Context: an optimization exercise on an open-source flow, tuned for small area and few clock cycles. The choices shown serve that exercise and are no tape-out recipe. The RTL was checked by simulation tests, not by an equivalence proof against the original design. Power is estimated from default activity; no workload was simulated.

### flow/constraint.sdc
create_clock -name core_clock -period 5.0 [get_ports {cpu_clk_50m_i}]
set_input_delay 1.0000 -clock core_clock [delete_from_list [all_inputs] [get_ports {cpu_clk_50m_i}]]
set_output_delay 1.0000 -clock core_clock [all_outputs]
set_load 0.01 [all_outputs]
### flow/design.v
`timescale 1ns/1ns
package mips_pkg;
    parameter int XLEN   = 32;
    parameter int REG_AW = 5;
    typedef logic [XLEN-1:0]   word_t;
    typedef logic [REG_AW-1:0] reg_addr_t;
    typedef struct packed {
        logic [5:0]  opcode;
        reg_addr_t   rs;
        reg_addr_t   rt;
        reg_addr_t   rd;
        logic [4:0]  shamt;
        logic [5:0]  funct;
    } inst_r_t;
    typedef struct packed {
        logic [5:0]  opcode;
        reg_addr_t   rs;
        reg_addr_t   rt;
        logic [15:0] imm;
    } inst_i_t;
    typedef union packed {
        inst_r_t r;
        inst_i_t i;
    } inst_t;
    typedef enum logic [3:0] {
        ALU_ADD,
        ALU_SUB,
        ALU_AND,
        ALU_OR,
        ALU_XOR,
        ALU_SLT,
        ALU_SLL,
        ALU_SRL,
        ALU_LUI
    } aluop_t;
    localparam logic [5:0] OP_SPECIAL = 6'h00;
    localparam logic [5:0] OP_ADDIU   = 6'h09;
    localparam logic [5:0] OP_ANDI    = 6'h0c;
    localparam logic [5:0] OP_ORI     = 6'h0d;
    localparam logic [5:0] OP_LUI     = 6'h0f;
    localparam logic [5:0] FN_SLL  = 6'h00;
    localparam logic [5:0] FN_SRL  = 6'h02;
    localparam logic [5:0] FN_ADDU = 6'h21;
    localparam logic [5:0] FN_SUBU = 6'h23;
    localparam logic [5:0] FN_AND  = 6'h24;
    localparam logic [5:0] FN_OR   = 6'h25;
    localparam logic [5:0] FN_XOR  = 6'h26;
    localparam logic [5:0] FN_SLT  = 6'h2a;
endpackage
`timescale 1ns/1ns
module fetch_ctrl #(
    parameter mips_pkg::word_t RESET_PC = 32'hbfc0_0000
) (
    input  logic                cpu_clk_50m_i,
    input  logic                rst_i,
    input  logic                inst_ok_i,
    output logic                inst_req_o,
    output mips_pkg::word_t     iaddr_o,
    output logic                accept_o,
    output mips_pkg::word_t     wb_pc_o
);
    logic [29:0] pc_q;
    logic [29:0] wb_pc_q;
    assign inst_req_o = 1'b1;
    assign iaddr_o    = {pc_q, 2'b00};
    assign accept_o   = inst_ok_i;
    assign wb_pc_o    = {wb_pc_q, 2'b00};
    always_ff @(posedge cpu_clk_50m_i) begin
        if (rst_i) begin
            pc_q <= RESET_PC[31:2];
        end else if (inst_ok_i) begin
            pc_q <= pc_q + 30'd1;
        end
    end
    always_ff @(posedge cpu_clk_50m_i) begin
        wb_pc_q <= pc_q - 30'd1;
    end
endmodule
`timescale 1ns/1ns
module regfile (
    input  logic                    cpu_clk_50m_i,
    input  logic                    rst_i,
    input  mips_pkg::reg_addr_t     ra1_i,
    input  mips_pkg::reg_addr_t     ra2_i,
    output mips_pkg::word_t         rd1_o,
    output mips_pkg::word_t         rd2_o,
    input  logic                    we_i,
    input  mips_pkg::reg_addr_t     wa_i,
    input  mips_pkg::word_t         wd_i
);
    logic [31:0]     regs [1:31];
    mips_pkg::word_t wd;
    assign wd = wd_i & {32{~rst_i}};
    for (genvar n = 1; n < 32; n++) begin : g_row
        always_ff @(posedge cpu_clk_50m_i) begin
            if (rst_i | (we_i & (wa_i == n))) begin
                regs[n] <= wd;
            end
        end
    end
    always_comb begin
        rd1_o = '0;
        rd2_o = '0;
        for (int n = 1; n < 32; n++) begin
            rd1_o = rd1_o | (regs[n] & {32{ra1_i == n}});
            rd2_o = rd2_o | (regs[n] & {32{ra2_i == n}});
        end
    end
endmodule
`timescale 1ns/1ns
module decode_stage (
    input  logic                    cpu_clk_50m_i,
    input  logic                    rst_i,
    input  logic                    accept_i,
    input  mips_pkg::word_t         inst_i,
    output mips_pkg::reg_addr_t     ra1_o,
    output mips_pkg::reg_addr_t     ra2_o,
    input  mips_pkg::word_t         rd1_i,
    input  mips_pkg::word_t         rd2_i,
    input  logic                    fwd_we_i,
    input  mips_pkg::reg_addr_t     fwd_wa_i,
    input  mips_pkg::word_t         fwd_wd_i,
    output logic                    ex_we_o,
    output mips_pkg::reg_addr_t     ex_wa_o,
    output mips_pkg::word_t         ex_a_o,
    output mips_pkg::word_t         ex_b_o,
    output logic                    ex_cin_o,
    output logic                    ex_arith_o,
    output logic                    ex_slt_o,
    output logic                    ex_and_o,
    output logic                    ex_xor_o,
    output logic                    ex_shift_o,
    output logic                    ex_left_o,
    output logic [4:0]              ex_shamt_o
);
    logic [5:0]      op;
    logic [5:0]      fn;
    logic            known;
    logic            rtype;
    logic            lui;
    logic            use_imm;
    logic            sext;
    logic            sub;
    logic            is_arith;
    logic            is_slt;
    logic            is_logic;
    logic            k_and;
    logic            k_xor;
    logic            is_shift;
    logic            left;
    mips_pkg::reg_addr_t wa;
    mips_pkg::word_t x1;
    mips_pkg::word_t x2;
    mips_pkg::word_t bs;
    mips_pkg::word_t br;
    assign op = inst_i[31:26];
    assign fn = inst_i[5:0];
    always_comb begin
        known = 1'b0;
        case (op)
            mips_pkg::OP_SPECIAL: begin
                case (fn)
                    mips_pkg::FN_ADDU, mips_pkg::FN_SUBU, mips_pkg::FN_AND,
                    mips_pkg::FN_OR, mips_pkg::FN_XOR, mips_pkg::FN_SLT,
                    mips_pkg::FN_SLL, mips_pkg::FN_SRL: known = 1'b1;
                    default: known = 1'b0;
                endcase
            end
            mips_pkg::OP_ADDIU, mips_pkg::OP_ANDI, mips_pkg::OP_ORI,
            mips_pkg::OP_LUI: known = 1'b1;
            default: known = 1'b0;
        endcase
    end
    assign rtype    = ~op[3];
    assign lui      = op[3] & op[1];
    assign use_imm  = op[3];
    assign sext     = op[3] & ~op[2];
    assign sub      = rtype & fn[1] & ~fn[2] & fn[5];
    assign is_arith = (rtype & fn[5] & ~fn[3] & ~fn[2]) | (op[3] & ~op[2]);
    assign is_slt   = rtype & fn[3];
    assign is_logic = (rtype & fn[5] & fn[2]) | (op[3] & op[2] & ~op[1]);
    assign k_and    = is_logic & (rtype ? ~fn[1] : 1'b1);
    assign k_xor    = is_logic & (rtype ? (fn[1] | fn[0]) : op[0]);
    assign is_shift = (rtype & ~fn[5]) | lui;
    assign left     = lui | ~fn[1];
    assign wa    = rtype ? inst_i[15:11] : inst_i[20:16];
    assign ra1_o = inst_i[25:21];
    assign ra2_o = inst_i[20:16];
    assign x1 = (fwd_we_i && fwd_wa_i == ra1_o) ? fwd_wd_i : rd1_i;
    assign x2 = (fwd_we_i && fwd_wa_i == ra2_o) ? fwd_wd_i : rd2_i;
    assign bs = use_imm ? {{16{sext & inst_i[15]}}, inst_i[15:0]} : x2;
    always_comb begin
        for (int i = 0; i < 32; i++) begin
            br[i] = (is_shift & left) ? bs[31-i] : bs[i];
        end
    end
    always_ff @(posedge cpu_clk_50m_i) begin
        if (rst_i) begin
            ex_we_o <= 1'b0;
        end else begin
            ex_we_o <= accept_i & known & (wa != 5'd0);
        end
    end
    always_ff @(posedge cpu_clk_50m_i) begin
        ex_wa_o    <= wa;
        ex_a_o     <= x1;
        ex_b_o     <= br ^ {32{sub}};
        ex_cin_o   <= sub;
        ex_arith_o <= is_arith;
        ex_slt_o   <= is_slt;
        ex_and_o   <= k_and;
        ex_xor_o   <= k_xor;
        ex_shift_o <= is_shift;
        ex_left_o  <= left;
        ex_shamt_o <= lui ? 5'd16 : inst_i[10:6];
    end
endmodule
`timescale 1ns/1ns
module exe_stage (
    input  mips_pkg::word_t     a_i,
    input  mips_pkg::word_t     b_i,
    input  logic                cin_i,
    input  logic                arith_i,
    input  logic                slt_i,
    input  logic                and_i,
    input  logic                xor_i,
    input  logic                shift_i,
    input  logic                left_i,
    input  logic [4:0]          shamt_i,
    output mips_pkg::word_t     res_o
);
    mips_pkg::word_t sum;
    mips_pkg::word_t lg;
    mips_pkg::word_t shr;
    mips_pkg::word_t sh;
    logic            lt;
    assign sum = a_i + b_i + {31'd0, cin_i};
    assign lt  = (a_i[31] == b_i[31]) ? a_i[31] : sum[31];
    assign lg  = ({32{and_i}} & (a_i & b_i)) | ({32{xor_i}} & (a_i ^ b_i));
    assign shr = b_i >> shamt_i;
    always_comb begin
        for (int i = 0; i < 32; i++) begin
            sh[i] = left_i ? shr[31-i] : shr[i];
        end
    end
    assign res_o = ({32{arith_i}} & sum)
                 | lg
                 | ({32{shift_i}} & sh)
                 | {31'd0, slt_i & lt};
endmodule
`timescale 1ns/1ns
module mini_mips32 #(
    parameter mips_pkg::word_t RESET_PC = 32'hbfc0_0000
) (
    input  logic                    cpu_clk_50m_i,
    input  logic                    rst_i,
    output logic                    inst_req_o,
    output mips_pkg::word_t         iaddr_o,
    input  logic                    inst_ok_i,
    input  mips_pkg::word_t         inst_i,
    output mips_pkg::word_t         debug_wb_pc_o,
    output logic [3:0]              debug_wb_rf_wen_o,
    output mips_pkg::reg_addr_t     debug_wb_rf_wnum_o,
    output mips_pkg::word_t         debug_wb_rf_wdata_o
);
    logic                   accept;
    mips_pkg::word_t        wb_pc;
    logic                   wb_we;
    mips_pkg::reg_addr_t    wb_wa;
    mips_pkg::word_t        wb_wd;
    mips_pkg::reg_addr_t    ra1;
    mips_pkg::reg_addr_t    ra2;
    mips_pkg::word_t        rd1;
    mips_pkg::word_t        rd2;
    logic                   ex_we;
    mips_pkg::reg_addr_t    ex_wa;
    mips_pkg::word_t        ex_a;
    mips_pkg::word_t        ex_b;
    logic                   ex_cin;
    logic                   ex_arith;
    logic                   ex_slt;
    logic                   ex_and;
    logic                   ex_xor;
    logic                   ex_shift;
    logic                   ex_left;
    logic [4:0]             ex_shamt;
    mips_pkg::word_t        ex_res;
    fetch_ctrl #(
        .RESET_PC (RESET_PC)
    ) fetch_ctrl_i (
        .cpu_clk_50m_i (cpu_clk_50m_i),
        .rst_i         (rst_i),
        .inst_ok_i     (inst_ok_i),
        .inst_req_o    (inst_req_o),
        .iaddr_o       (iaddr_o),
        .accept_o      (accept),
        .wb_pc_o       (wb_pc)
    );
    regfile regfile_i (
        .cpu_clk_50m_i (cpu_clk_50m_i),
        .rst_i         (rst_i),
        .ra1_i         (ra1),
        .ra2_i         (ra2),
        .rd1_o         (rd1),
        .rd2_o         (rd2),
        .we_i          (ex_we),
        .wa_i          (ex_wa),
        .wd_i          (ex_res)
    );
    decode_stage decode_stage_i (
        .cpu_clk_50m_i (cpu_clk_50m_i),
        .rst_i         (rst_i),
        .accept_i      (accept),
        .inst_i        (inst_i),
        .ra1_o         (ra1),
        .ra2_o         (ra2),
        .rd1_i         (rd1),
        .rd2_i         (rd2),
        .fwd_we_i      (ex_we),
        .fwd_wa_i      (ex_wa),
        .fwd_wd_i      (ex_res),
        .ex_we_o       (ex_we),
        .ex_wa_o       (ex_wa),
        .ex_a_o        (ex_a),
        .ex_b_o        (ex_b),
        .ex_cin_o      (ex_cin),
        .ex_arith_o    (ex_arith),
        .ex_slt_o      (ex_slt),
        .ex_and_o      (ex_and),
        .ex_xor_o      (ex_xor),
        .ex_shift_o    (ex_shift),
        .ex_left_o     (ex_left),
        .ex_shamt_o    (ex_shamt)
    );
    exe_stage exe_stage_i (
        .a_i     (ex_a),
        .b_i     (ex_b),
        .cin_i   (ex_cin),
        .arith_i (ex_arith),
        .slt_i   (ex_slt),
        .and_i   (ex_and),
        .xor_i   (ex_xor),
        .shift_i (ex_shift),
        .left_i  (ex_left),
        .shamt_i (ex_shamt),
        .res_o   (ex_res)
    );
    always_ff @(posedge cpu_clk_50m_i) begin
        if (rst_i) begin
            wb_we <= 1'b0;
        end else begin
            wb_we <= ex_we;
        end
    end
    always_ff @(posedge cpu_clk_50m_i) begin
        wb_wa <= ex_wa;
        wb_wd <= ex_res;
    end
    assign debug_wb_pc_o       = wb_pc;
    assign debug_wb_rf_wen_o   = {4{wb_we}};
    assign debug_wb_rf_wnum_o  = wb_wa;
    assign debug_wb_rf_wdata_o = wb_wd;
endmodule
### flow/config.mk
export PLATFORM = sky130hd
export DESIGN_NAME = mini_mips32
export DESIGN_NICKNAME = mini_mips32
export VERILOG_FILES = /design/flow/design.v
export SDC_FILE = /design/flow/constraint.sdc
export NUM_CORES = 4
export LEC_CHECK = 0
export CAP_MARGIN = 20
export CORE_MARGIN = 2
export CORE_UTILIZATION = 40
export CTS_CLUSTER_DIAMETER = 100
export CTS_CLUSTER_SIZE = 24
export PLACE_DENSITY = 0.6
export SLEW_MARGIN = 20
### flow/run.sh
#!/bin/bash
# synth_recipe.tcl (not shown) runs the flow's synth.tcl, then flattens the netlist and writes it again
# the make line also repeats each setting of config.mk as NAME=value (left out here)
make -C /OpenROAD-flow-scripts/flow DESIGN_CONFIG=/design/flow/config.mk WORK_HOME=/design/flow/orfs CLKGATE_MAP_FILE= SYNTH_SCRIPT=/design/flow/synth_recipe.tcl finish
==> reports/results.ini, run 1 <==
[outcome]
status = finished clean

[timing]
setup_violations = 0
timing.fmax_mhz = 227
hold_violations = 0
grt_setup_unrepaired = false
fin_skew_ns = 0.0386
worst_pin_slew_ns = 1.29
maxSlewHeadroom = 0.141
slew_violations = 0
finalWorstSetupSlack_ns = 0.600
min_period_ns = 4.40
fin_setup_tns_ns = 0
period_share = 0.880

[logic_synthesis]
synth_mux_area_frac = 0.0265
syn_avg_cell_area_um2 = 12.8
synth-seq-cells = 1172
synth-simple-area-share = 0.0992
netlist-cell-type-count = 101
synth_top_family_by_area = compound AO/OA/AOI/OAI gates
synth_compound_area_frac = 0.204
syn_area_mm2 = 0.0537
synth-adder-area-share = 0.00886
yosysSeqAreaShare = 0.622
ys_warn_count = 6
syn_inst = 4207
ys_async_sr_fraction = 0
synth_edf_count = 992
synth_xor_area_frac = 0.00963
synth_ff_type = edfxtp_1

[power]
p_sw_frac = 0.333
clock_power_share = 0.222
p_int_mw = 16.7
p_leak_nw = 21.9
p_seq_frac = 0.557
p_comb_frac = 0.220
switchingPower_mw = 8.32
power_density_mw_per_mm2 = 400
ir_drop_mv = 0.290

[global_route]
grt_usage = 0.405
grt_start_max_net_pins = 33
grt.overflow.total = 0
antenna_found_initial = 15
grt_pass1_wl_um = 381000
grt_pass1_vias = 44513

[worst_setup_path]
end_kind = flip-flop
reg2reg_from = decode_stage_i.ex_shamt_o[2]$_SDFF_PP0_
crit_type = in2reg
regToRegSetupSlack_ns = 0.61
start_kind = primary input
worstSetupStartpoint = inst_i[16]
timing.reg2reg.worst_path_depth = 9
r2r_end = regfile_i.regs[22][24]$_DFFE_PP_
crit_path_end = decode_stage_i.ex_b_o[8]$_DFF_P_
worst-endpoint-arrival_ns = 5.08
required_ns = 5.68
worstPathMaxFanout = 16

[clock_network]
cts_sinks = 1172
cts_resized = 0
postCtsHoldBufs = 0
cts-buffers-inserted = 58
ctsLongestPathBuffers = 3
cts_tree = done
cts-root-buf = clkbuf_16
post-cts-setup-buffers = 0
htree_levels = 2
clock_latency_ns = 0.75
clkSlewWorstSetupHoldPaths_ns = 0.11

[floorplanning]
die_area_mm2 = 0.137
start_util = 0.403
die-width_um = 370
io_pins = 141
chipHeight_um = 370
placeableCoreArea_mm2 = 0.133
rows = 134

[routing]
drt-wirelength-per-cell_um = 45.5
wl_um = 286000
postRouteAntennaNets = 0
vias_per_cell = 7.60
first_pass_iters = 11
drt-initial-drc-count = 10570
route.detailed.drc = 0
vias = 47727

[placed_design]
place_congestion = 1.07
post-place-ws_ns = 0.160
dp_hpwl_um = 186000
placedCellCount = 6187
port_buffers = 135

[layout]
layout-drive-gt1-share = 0.151
area.growth.synth_to_final_pct = 16.3
nNetsFinal = 4550
fin_cells = 6282
fill_cells = 11910

[hold_path]
hp-class = reg2reg

[job]
maxCapViolations = 0

[synthesized netlist by cell type, drive strengths merged, types with 14 or more instances]
master   count  area share
and2        29      0.0034
o211ai      27      0.0040
dfxtp      180       0.067
mux4        36       0.015
nand2      224       0.016
clkbuf     214       0.015
o221ai      15      0.0026
and3        59      0.0069
ha          34      0.0079
nor4        36      0.0050
xnor2       23      0.0038
a21oi      111       0.010
xor2        36      0.0059
a21o        17      0.0024
buf        112       0.011
a222oi      56       0.010
or3         21      0.0025
nor2b       22      0.0026
nor3        75      0.0070
a22oi      601       0.084
nor2       215       0.015
nand4      124       0.014
mux2i       50      0.0093
edfxtp     992        0.55
a2111oi     16      0.0030
inv         48      0.0034
or4         14      0.0021
a211oi      24      0.0040
a31oi       21      0.0024
nand3      150       0.014
a22o       164       0.027
o31ai       20      0.0028
nand2b      28      0.0033
a221oi     154       0.025
o21ai       85      0.0080
[logic make-up (layout without fill, tap and decap cells)]
logic type / Yosys count / after routing
buffers and inverters: 376 / 674
flip-flops: 1172 / 1172
adder cells (fa/ha/maj): 37 / 37
other: 2 / 11
XOR/XNOR: 59 / 59
AO/OA/AOI/OAI: 1419 / 1419
AND/OR/NAND/NOR: 1046 / 1046
multiplexers: 96 / 96
[worst min-delay path by stage]
stage	start	end	slack, ns	cells past startpoint
after floorplan	decode_stage_i.ex_wa_o[0]$_DFF_P_	wb_wa[0]$_DFF_P_	0.33	0
after global placement	fetch_ctrl_i.pc_q[29]$_SDFFE_PP1P_	fetch_ctrl_i.wb_pc_q[29]$_DFF_P_	0.52	1
after detailed placement	fetch_ctrl_i.pc_q[29]$_SDFFE_PP1P_	fetch_ctrl_i.wb_pc_q[29]$_DFF_P_	0.51	1
after CTS	fetch_ctrl_i.pc_q[29]$_SDFFE_PP1P_	fetch_ctrl_i.wb_pc_q[29]$_DFF_P_	0.52	1
after global routing	fetch_ctrl_i.pc_q[29]$_SDFFE_PP1P_	fetch_ctrl_i.wb_pc_q[29]$_DFF_P_	0.55	1
final	fetch_ctrl_i.pc_q[29]$_SDFFE_PP1P_	fetch_ctrl_i.wb_pc_q[29]$_DFF_P_	0.52	1
[metal layers]
metal / track usage / share of wire
met3: 0.166 / 0.16
met2: 0.584 / 0.41
met5: 0.00909 / 0.00099
met1: 0.483 / 0.33
met4: 0.298 / 0.096
[flip-flops by register name (all words and copies together), names as in the netlist, 5 cells and up]
name                       flops
regfile_i.regs               992
decode_stage_i.ex_a_o         32
decode_stage_i.ex_b_o         32
wb_wd                         32
fetch_ctrl_i.pc_q             30
fetch_ctrl_i.wb_pc_q          30
decode_stage_i.ex_shamt_o      5
decode_stage_i.ex_wa_o         5
wb_wa                          5
[power by group through the flow]
stage | sequential, mW | combinational (mW) | clock (mW)
floorplan | 13.5 | 2.43 | 0
CTS | 13.8 | 5.24 | 5.53
global route | 14.0 | 5.63 | 5.86
detailed placement | 14.0 | 5.22 | 0
finish | 13.9 | 5.50 | 5.56
global placement | 14.1 | 5.22 | 0
[cells in the final DEF, fill, tap and decap left out, types with 17 or more instances in the layout]
master           netlist  layout
a211oi_1              17      17
a22oi_1              600     600
mux4_2                36      36
nor2b_1               22      21
ha_1                  34      34
and2_1                27      27
mux2i_1               50      50
nor4_1                32      31
or3_1                 20      20
a221oi_1             152     152
nand4_1              124     124
clkbuf_1             214      20
nor2_4                 0      64
a22o_1               164     164
a21oi_1              110     106
xor2_1                36      36
buf_4                 11     320
clkdlybuf4s50_1        0     133
o211ai_1              25      25
buf_12                 0      76
o21ai_0               73      64
and3_1                59      59
edfxtp_1             992     992
nand2_1              223     214
a31oi_1               21      20
nor2_1               215     147
nand3_1              150     148
inv_1                 45      44
xnor2_1               23      23
nor3_1                75      75
a222oi_1              56      56
nand2b_1              28      28
clkbuf_16              0      59
dfxtp_1              180     177
[stage by stage]
stage               power [mW]  hold WS, ns  instance area [um^2]  utilization
finish                    25.0        0.519                 62400        0.468
global route              25.5        0.551                 62400        0.468
CTS                       24.6        0.520                 62400        0.468
detailed placement        19.3        0.512                 60700        0.455
global placement          19.3        0.515                 60600        0.454
floorplan                 16.0        0.329                 53700            -
[critical path, cell delays in order]
cell             delay [ns]
clkdlybuf4s50_1        0.78
nand3b_1               0.57
nor2_4                 0.96
buf_12                 0.26
buf_4                  0.18
a22oi_1                0.08
nand2_1                0.08
nor3_1                 0.05
a31o_2                 0.23
a21oi_1                0.49
a21boi_0               0.19
a21oi_1                0.16
[area by class of cell]
type | count | area, um^2 | share of cell area
flip-flops and latches | 1172 | 33400 | 0.535
well taps | 1768 | 2210 | 0.0354
diodes | 6 | 15.0 | 0.000241
repair buffers | 535 | 5380 | 0.0861
clock buffers | 79 | 1550 | 0.0249
multi-input cells | 2662 | 19500 | 0.313
clock inverters | 10 | 155 | 0.00249
inverters | 50 | 188 | 0.00301
Testbench counts, summed over its fixed seeds: cycles 16,264.
==> run 2, diff against run 1 <==
==> flow/flow/run.sh (new file) <==
#!/bin/bash
# The standard layout (standard.sh: every ORFS step, script and setting
# unchanged) with two differences:
#  - synthesis maps the combinational logic with the ABC script in
#    flow/abc.script, which recovers area instead of upsizing for an
#    unreachable delay target; the registers come from the same dfflibmap
#    step as in the standard synthesis;
#  - every input and output port is still given its own buffer, but a
#    sky130_fd_sc_hd__buf_2 rather than the delay cell buffer_ports picks.
# make's full output goes to flow_make.log; each ORFS step keeps its own log
# under orfs/logs.
set -euo pipefail
W=$(pwd)
S="$W/orfs_scripts"
rm -rf "$S"
cp -r "$FLOW_HOME/scripts" "$S"
cp "$W/flow/abc.script" "$S/abc_speed.script"
bash "$W/standard.sh" SCRIPTS_DIR="$S" \
  "BUFFER_PORTS_ARGS=-buffer_cell sky130_fd_sc_hd__buf_2" finish > "$W/flow_make.log" 2>&1
==> flow/flow/abc.script (new file) <==
strash
&get -n
&st
&syn2
&dch -f
&nf -R 1000
&st
&syn2
&dch -f
&nf -R 1000
&put
==> flow/standard.sh (new file) <==
#!/bin/bash
# synth_recipe.tcl (not shown) runs the flow's synth.tcl, then flattens the netlist and writes it again
# the make line also repeats each setting of config.mk as NAME=value (left out here)
make -C /OpenROAD-flow-scripts/flow DESIGN_CONFIG=/design/flow/config.mk WORK_HOME=/design/flow/orfs CLKGATE_MAP_FILE= SYNTH_SCRIPT=/design/flow/synth_recipe.tcl "${@:-finish}"
--- a/flow/config.mk
+++ b/flow/config.mk
@@ -11,4 +11,5 @@
 export CTS_CLUSTER_DIAMETER = 100
 export CTS_CLUSTER_SIZE = 24
 export PLACE_DENSITY = 0.6
+export SETUP_SLACK_MARGIN = 0.2
 export SLEW_MARGIN = 20
removed: flow/run.sh
==> run 2 against run 1 <==
Effect of this change: still clean; maximum frequency is 4.0% lower; non-clock buffer count is 86 lower; sequential power hardly changed; via count is 6.7% lower; combinational power is 21% lower; cell count is 8.0% lower; clock power is 1% lower; flip-flop and latch count stayed put; synthesized area is 7.8% lower; critical endpoint is now decode_stage_i.ex_b_o[31]$_DFF_P_.
==> reports/results.ini, run 2 <==
[outcome]
status = finished clean

[layout]
top_register = regfile_i.regs
area.growth.synth_to_final_pct = 16.9
layout-drive-gt1-share = 0.156  ; +0.00491
final_area_mm2 = 0.0579  ; -7.3%
final_cell_mix = 992 x edfxtp_1, 414 x a222oi_1, 270 x nand2_1
fin_cells = 5778  ; -8.0%
nNetsFinal = 4156  ; -8.7%
fill_cells = 10929  ; -8.2%
final_common_cell = edfxtp_1
largest_register_ffs = 992  ; unchanged
final_util = 0.469  ; +0.000846

[worst_setup_path]
slowest_stage = dfxtp_2
max_stage_delay_ns = 0.36  ; -0.60 ns
crit_type = reg2reg
required_ns = 5.63  ; -0.05 ns
end_kind = flip-flop
worst-endpoint-arrival_ns = 5.22  ; +0.14 ns
worstPathCellList = fa_2, buf_4, a21o_1, a21oi_2, o21ai_2, a31oi_4, o31ai_1, a21oi_1, nor3_1, nor2_1, or3_1, o211ai_1, clkinv_1, o31a_1, o21ai_0, nand2_1, nand2_1, o21a_1, clkinv_1, o21ai_0, a21oi_1, nand2_1, o21ai_0, xor2_1
timing.reg2reg.worst_path_depth = 24  ; +15
start_kind = flip-flop
worstPathMaxFanout = 4  ; -12

[global_route]
grt_pass1_vias = 40910  ; -8.1%
grt_pass1_wl_um = 342000  ; -10%
antenna_found_initial = 13  ; -2
grt_start_max_net_pins = 51  ; +55%
grt_usage = 0.391  ; -0.0141
grt.overflow.total = 0  ; unchanged

[logic_synthesis]
ys_warn_count = 6  ; unchanged
syn_area_mm2 = 0.0495  ; -7.8%
netlist-cell-type-count = 57  ; -44%
syn_inst = 3584  ; -15%
syn_avg_cell_area_um2 = 13.8  ; +8.2%
yosysTopAreaCell = edfxtp_1
ys_async_sr_fraction = 0  ; unchanged
synth.most_common_cell = edfxtp_1
ys_top_cells_by_count = 992 x edfxtp_1, 414 x a222oi_1, 283 x nand2_1
synth_area_leaders = edfxtp_1 60%, a222oi_1 8.4%, dfxtp_1 7.3%, a22oi_1 2.9%, a21oi_1 2.4%
synth-seq-cells = 1172  ; unchanged
synth_ff_type = edfxtp_1
synth_edf_count = 992  ; unchanged
yosysSeqAreaShare = 0.675  ; +0.0526
synth_top_area_frac = 0.602  ; +0.0470

[job]
maxCapViolations = 0  ; unchanged

[timing]
maxSlewHeadroom = 0.0989  ; -0.0421
period_share = 0.917  ; +0.0370
min_period_ns = 4.58  ; +0.185 ns
finalWorstSetupSlack_ns = 0.415  ; -0.185 ns
fin_skew_ns = 0.0545  ; +0.0159 ns
timing.fmax_mhz = 218  ; -4.0%
slew_violations = 0  ; unchanged
worst_pin_slew_ns = 1.35  ; +0.0663 ns
grt_setup_unrepaired = false
setup_violations = 0  ; unchanged
fin_setup_tns_ns = 0  ; unchanged
hold_violations = 0  ; unchanged

[placed_design]
placed_cell_area_mm2 = 0.0559  ; -7.9%
place_congestion = 1.01  ; -5.5%
post-place-ws_ns = 0.0247  ; -0.135 ns
port_buffers = 135  ; unchanged
placedCellCount = 5657  ; -8.6%
dp_hpwl_um = 158000  ; -15%

[clock_network]
cts-root-buf = clkbuf_16
cts_sinks = 1172  ; unchanged
clkSlewWorstSetupHoldPaths_ns = 0.10  ; about the same
cts-buffers-inserted = 56  ; -3.4%
clock_latency_ns = 0.75  ; about the same
cts_tree = done
htree_levels = 2  ; unchanged
ctsLongestPathBuffers = 3  ; unchanged

[hold_path]
hp-class = in2reg
hold_depth = 2  ; +1

[power]
p_seq_frac = 0.580  ; +0.023
p_comb_frac = 0.186  ; -0.034
p_sw_frac = 0.314  ; -0.0186
power_density_mw_per_mm2 = 405  ; +1.2%
p_int_mw = 16.1  ; -3.6%
switchingPower_mw = 7.37  ; -11%
p_leak_nw = 19.8  ; -9.5%
clock_power_share = 0.234  ; +0.012
ir_drop_mv = 0.388  ; +34%

[routing]
route.detailed.drc = 0  ; unchanged
wl_um = 256000  ; -10%
postRouteAntennaNets = 0  ; unchanged
drt-wirelength-per-cell_um = 44.3  ; -2.6%
vias_per_cell = 7.71  ; +1.4%
vias = 44527  ; -6.7%
drt-initial-drc-count = 13933  ; +32%
first_pass_iters = 15  ; +4

[floorplanning]
start_util = 0.401  ; -0.00138
die_area_mm2 = 0.127  ; -7.7%
chipHeight_um = 356  ; -3.9%
placeableCoreArea_mm2 = 0.123  ; -7.5%
die-width_um = 356  ; -3.9%
rows = 129  ; -3.7%
io_pins = 141  ; unchanged

## run 2: worst max-delay path: cells and delay by family, from the launching register on
kind | cells | cell delay [ns]
AOI/OAI and AO/OA | 13 | 2.49
buffers and inverters | 3 | 0.36
DFF | 1 | 0.36
and+or+nand+nor | 6 | 0.84
adders and majority gates | 1 | 0.22
xor gates and xnor gates | 1 | 0.18
## run 2: area by class of cell
cell class | count | area (um^2) | area share
inverters | 61 | 229 | 0.00396
clock buffers | 94 | 1550 | 0.0269
repair buffers | 449 | 3780 | 0.0653
diodes | 12 | 30.0 | 0.000519
multi-input cells | 2345 | 16700 | 0.288
flip-flops and latches | 1172 | 33400 | 0.577
clock inverters | 8 | 131 | 0.00227
well taps | 1637 | 2050 | 0.0354
## run 2: routing by layer
| layer | GRT usage | part of all wire | vias up |
|---|---|---|---|
| met4 | 0.254 | 0.090 | 12 |
| li1 | - | - | 16520 |
| met5 | 0 | 0.00063 | - |
| met1 | 0.481 | 0.33 | 21289 |
| met3 | 0.172 | 0.18 | 1484 |
| met2 | 0.557 | 0.40 | 5222 |
## run 2: power by group through the flow
stage          registers [mW]  logic (mW)  clock network, mW
2_1_floorplan            13.4        1.88                  0
3_3_place_gp             13.7        4.03                  0
3_5_place_dp             13.7        4.03                  0
4_1_cts                  13.5        4.05               5.45
5_1_grt                  13.7        4.50               5.78
6_report                 13.6        4.37               5.49
## run 2: logic make-up (layout without fill, tap and decap cells)
kind of cell,Yosys count,count (layout),share of synthesized area
buffers and inverters,70,612,0.00599
AND/OR/NAND/NOR,944,944,0.0907
AO/OA/AOI/OAI,1230,1230,0.194
adder cells (fa/ha/maj),36,36,0.00940
other,2,17,0.000152
flip-flops,1172,1172,0.675
multiplexers,51,51,0.0109
XOR/XNOR,79,79,0.0140
## run 2: final timing paths
| kind | start | slack (ns) | to |
|---|---|---|---|
| min | inst_i[1] | 0.49 | decode_stage_i.ex_left_o$_DFF_P_ |
| max reg2reg | decode_stage_i.ex_a_o[0]$_DFF_P_ | 0.42 | decode_stage_i.ex_b_o[31]$_DFF_P_ |
| max | decode_stage_i.ex_a_o[0]$_DFF_P_ | 0.42 | decode_stage_i.ex_b_o[31]$_DFF_P_ |
| min reg2reg | fetch_ctrl_i.pc_q[29]$_SDFFE_PP1P_ | 0.50 | fetch_ctrl_i.wb_pc_q[29]$_DFF_P_ |
## run 2: stage by stage
stage,total power [mW],hold WS (ns)
after CTS,23.0,0.467
after global placement,17.8,0.469
after detailed placement,17.7,0.485
after global routing,23.9,0.481
final,23.4,0.488
after floorplan,15.3,0.438
## run 2: what timing repair did
action                     CTS  global route
hold buffers                 0             0
pin swaps                    3            18
setup endpoints to repair   34           238
buffers inserted             1             4
resized for setup            3            39
==> run 3, diff against run 2 <==
--- a/flow/flow/run.sh
+++ b/flow/flow/run.sh
@@ -2,9 +2,10 @@
 # The standard layout (standard.sh: every ORFS step, script and setting
 # unchanged) with two differences:
 #  - synthesis maps the combinational logic with the ABC script in
-#    flow/abc.script, which recovers area instead of upsizing for an
-#    unreachable delay target; the registers come from the same dfflibmap
-#    step as in the standard synthesis;
+#    flow/abc.script (two rounds of restructuring and delay-oriented mapping
+#    with area recovery, without the standard script's buffering and
+#    upsizing for an unreachable delay target); the registers come from the
+#    same dfflibmap step as in the standard synthesis;
 #  - every input and output port is still given its own buffer, but a
 #    sky130_fd_sc_hd__buf_2 rather than the delay cell buffer_ports picks.
 # make's full output goes to flow_make.log; each ORFS step keeps its own log
==> flow/flow/abc.script (replaced) <==
strash
&get -n
&st
&syn2
&dch -f
&nf -D 3000
&st
&syn2
&dch -f
&nf -D 3000
&put
==> run 3 against run 2 <==
Effect of this change: die area up 0.30%; core utilization down 0.40 points; first-iteration DRC count down 1.6%; cell count down 0.50%; routed wire length up 0.12%; power down 0.26%; worst hold slack better by 0.020 ns; clock power down 0.9%; clock-buffer cell count down 15; critical path depth down 8; design area down 0.72%; largest cell class unchanged; largest power group unchanged.
==> reports/results.ini, run 3 <==
[outcome]
status = finished clean

[timing]
setup_violations = 0  ; unchanged
grt_setup_unrepaired = false
maxSlewHeadroom = 0.114  ; +0.0146
fin_skew_ns = 0.0364  ; -0.0181 ns
fin_setup_tns_ns = 0  ; unchanged
hold_violations = 0  ; unchanged
timing.fmax_mhz = 218  ; about the same
min_period_ns = 4.59  ; +0.00237 ns
slew_violations = 0  ; unchanged
period_share = 0.917  ; about the same
worst_pin_slew_ns = 1.33  ; -0.0251 ns

[logic_synthesis]
yosysTopAreaCell = edfxtp_1
synth.most_common_cell = edfxtp_1
yosysSeqAreaShare = 0.673  ; -0.00206
ys_async_sr_fraction = 0  ; unchanged
synth_top_area_frac = 0.600  ; -0.00184
syn_inst = 3586  ; +0.056%
synth_ff_type = edfxtp_1
synth_edf_count = 992  ; unchanged
netlist-cell-type-count = 59  ; +3.5%
syn_area_mm2 = 0.0496  ; +0.31%
synth-seq-cells = 1172  ; unchanged
ys_warn_count = 6  ; unchanged
syn_avg_cell_area_um2 = 13.8  ; +0.25%
synth_area_leaders = edfxtp_1 60%, a222oi_1 8.3%, dfxtp_1 7.3%, a22oi_1 3.0%, a21oi_1 2.2%
ys_top_cells_by_count = 992 x edfxtp_1, 412 x a222oi_1, 283 x nand2_1

[routing]
postRouteAntennaNets = 0  ; unchanged
first_pass_iters = 14  ; -1
vias = 44539  ; +0.027%
drt-wirelength-per-cell_um = 44.6  ; +0.63%
wl_um = 256000  ; +0.12%
route.detailed.drc = 0  ; unchanged
vias_per_cell = 7.75  ; +0.53%
drt-initial-drc-count = 13707  ; -1.6%

[worst_setup_path]
worstPathMaxFanout = 31  ; +27
crit_buf_inv = 2  ; -1
reg2reg_from = decode_stage_i.ex_a_o[1]$_DFF_P_
required_ns = 5.47  ; -0.16 ns
end_kind = flip-flop
critPathTopFamily = compound AO/OA/AOI/OAI gates
max_stage_delay_ns = 0.55  ; +0.19 ns
worst-endpoint-arrival_ns = 5.06  ; -0.16 ns
start_kind = flip-flop
worstSetupStartpoint = decode_stage_i.ex_a_o[1]$_DFF_P_
slowest_stage = o31ai_1
crit_type = reg2reg
worstPathCellList = ha_1, a21o_1, a21oi_1, o21ai_0, a31oi_1, o31ai_1, a21o_1, nand3_1, a31oi_1, o21ai_0, a21boi_0, nor3b_1, nor2_1, buf_4, nor2_1, buf_4

[power]
p_int_mw = 15.9  ; -0.82%
p_leak_nw = 19.7  ; -0.60%
p_sw_frac = 0.318  ; +0.00385
ir_drop_mv = 0.331  ; -15%
p_comb_frac = 0.185  ; about the same
clock_power_share = 0.233  ; about the same
switchingPower_mw = 7.44  ; +0.96%
power_density_mw_per_mm2 = 407  ; +0.45%
p_seq_frac = 0.583  ; +0.003

[layout]
fill_cells = 11002  ; +0.67%
final_common_cell = edfxtp_1
final_util = 0.465  ; -0.00397
nNetsFinal = 4137  ; -0.46%
top_register = regfile_i.regs
final_cell_mix = 992 x edfxtp_1, 412 x a222oi_1, 273 x nand2_1
area.growth.synth_to_final_pct = 15.7
fin_cells = 5749  ; -0.50%
largest_register_ffs = 992  ; unchanged
layout-drive-gt1-share = 0.146  ; -0.0102

[floorplanning]
io_pins = 141  ; unchanged
die-width_um = 356  ; +0.15%
placeableCoreArea_mm2 = 0.123  ; +0.13%
chipHeight_um = 356  ; +0.15%
die_area_mm2 = 0.127  ; +0.30%
rows = 129  ; unchanged
start_util = 0.402  ; +0.000701

[clock_network]
cts-buffers-inserted = 57  ; +1.8%
cts_sinks = 1172  ; unchanged
postCtsHoldBufs = 0  ; unchanged
ctsLongestPathBuffers = 3  ; unchanged
cts_tree = done
cts-root-buf = clkbuf_16
htree_levels = 2  ; unchanged
clkSlewWorstSetupHoldPaths_ns = 0.10  ; about the same
clock_latency_ns = 0.76  ; about the same

[job]
maxCapViolations = 0  ; unchanged

[placed_design]
port_buffers = 135  ; unchanged
placedCellCount = 5643  ; -0.25%
dp_hpwl_um = 154000  ; -2.3%
place_congestion = 1.01  ; about the same

[hold_path]
hp-class = in2reg
min_from = inst_i[10]

[global_route]
grt_pass1_vias = 41255  ; +0.84%
grt.overflow.total = 0  ; unchanged
antenna_found_initial = 16  ; +3
grt_usage = 0.390  ; -0.000428
grt_start_max_net_pins = 49  ; -3.9%
grt_pass1_wl_um = 343000  ; +0.27%

## run 3: cells by family after synthesis
kind of cell	synth area share
DFF	0.673
other	0.000151
and+or+nand+nor	0.0902
buffers and inverters	0.00552
adders and majority gates	0.00938
xor gates and xnor gates	0.0139
AOI/OAI and AO/OA	0.192
muxes	0.0163
## run 3: metrics by stage
stage / cell area, um^2 / worst slack, ns / power, mW / hold WS (ns)
finish: 57400 / 0.413 / 23.4 / 0.507
global route: 57400 / 0.195 / 23.8 / 0.495
CTS: 57400 / 0.393 / 23.0 / 0.506
detailed placement: 55700 / 0.191 / 17.8 / 0.491
global placement: 55700 / 0.181 / 17.8 / 0.483
floorplan: 49700 / 0.449 / 15.3 / 0.416
## run 3: area by class of cell
cell class                 instances  area [um^2]  share of cell area
multi-input combinational       2353        16700               0.291
timing repair buffer             427         3410              0.0593
sequential                      1172        33400               0.581
inverter                          55          206             0.00359
clock inverter                    10          109             0.00190
antenna                           16         40.0            0.000697
clock buffer                      79         1510              0.0263
tap                             1637         2050              0.0357
## run 3: path summary, 6_finish.rpt
| path | endpoint | slack, ns | cells after the start |
|---|---|---|---|
| max | regfile_i.regs[23][31]$_DFFE_PP_ | 0.41 | 16 |
| min | decode_stage_i.ex_shamt_o[4]$_SDFF_PP1_ | 0.51 | 2 |
| min reg2reg | fetch_ctrl_i.wb_pc_q[29]$_DFF_P_ | 0.51 | 1 |
| max reg2reg | regfile_i.regs[23][31]$_DFFE_PP_ | 0.41 | 16 |
## run 3: repair_timing
action / in CTS / in global routing
pin swaps: 0 / 0
resized for setup: 1 / 3
endpoints found under the setup margin: 1 / 57
buffers inserted: 0 / 0
## run 3: routing by layer
layer	track usage	vias up	routed length [um]
li1	-	16495	-
met1	0.461	21273	82200
met2	0.559	5149	104000
met3	0.186	1599	45900
met4	0.265	23	24300
met5	0.0300	-	599
## run 3: power by group through the flow
stage                     logic, mW  registers (mW)  clock network, mW
after global placement         4.04            13.8                  0
after floorplan                1.91            13.4                  0
after CTS                      4.06            13.5               5.39
after detailed placement       4.04            13.7                  0
after global routing           4.42            13.7               5.72
final                          4.31            13.6               5.44

[re-timing with driven ports]
The results above use ideal ports. As a check the final layouts listed here were re-extracted and re-timed, cells and wires unchanged. Step 1 assumes that a clkbuf_16 drives the clock port and a buf_2 every other input. Step 2 adds t to the input delays and takes it off the output delays; t is the mean of the earliest and latest rising clock arrival at the registers after step 1. Input paths then give back, and output paths get back, about the clock's delay inside the block. Three values: ideal ports, drivers, drivers and shift; two values: the first two.
run | t, ns | setup slack, ns | worst setup path at the end | cell pins on the clock port's net
run 1 | 0.804 | 0.600 / 0.609 / -0.149 | input to register | 1
run 2 | 0.797 | 0.415 / 0.415 / 0.244 | input to register | 1
run 3 | 0.820 | 0.413 / 0.413 / 0.264 | input to register | 1
Met with ideal ports but missed after step 2: setup timing in run 1. For run 1, which loses most, drivers alone change the setup slack by +0.009 ns; drivers and shift together by -0.749 ns.
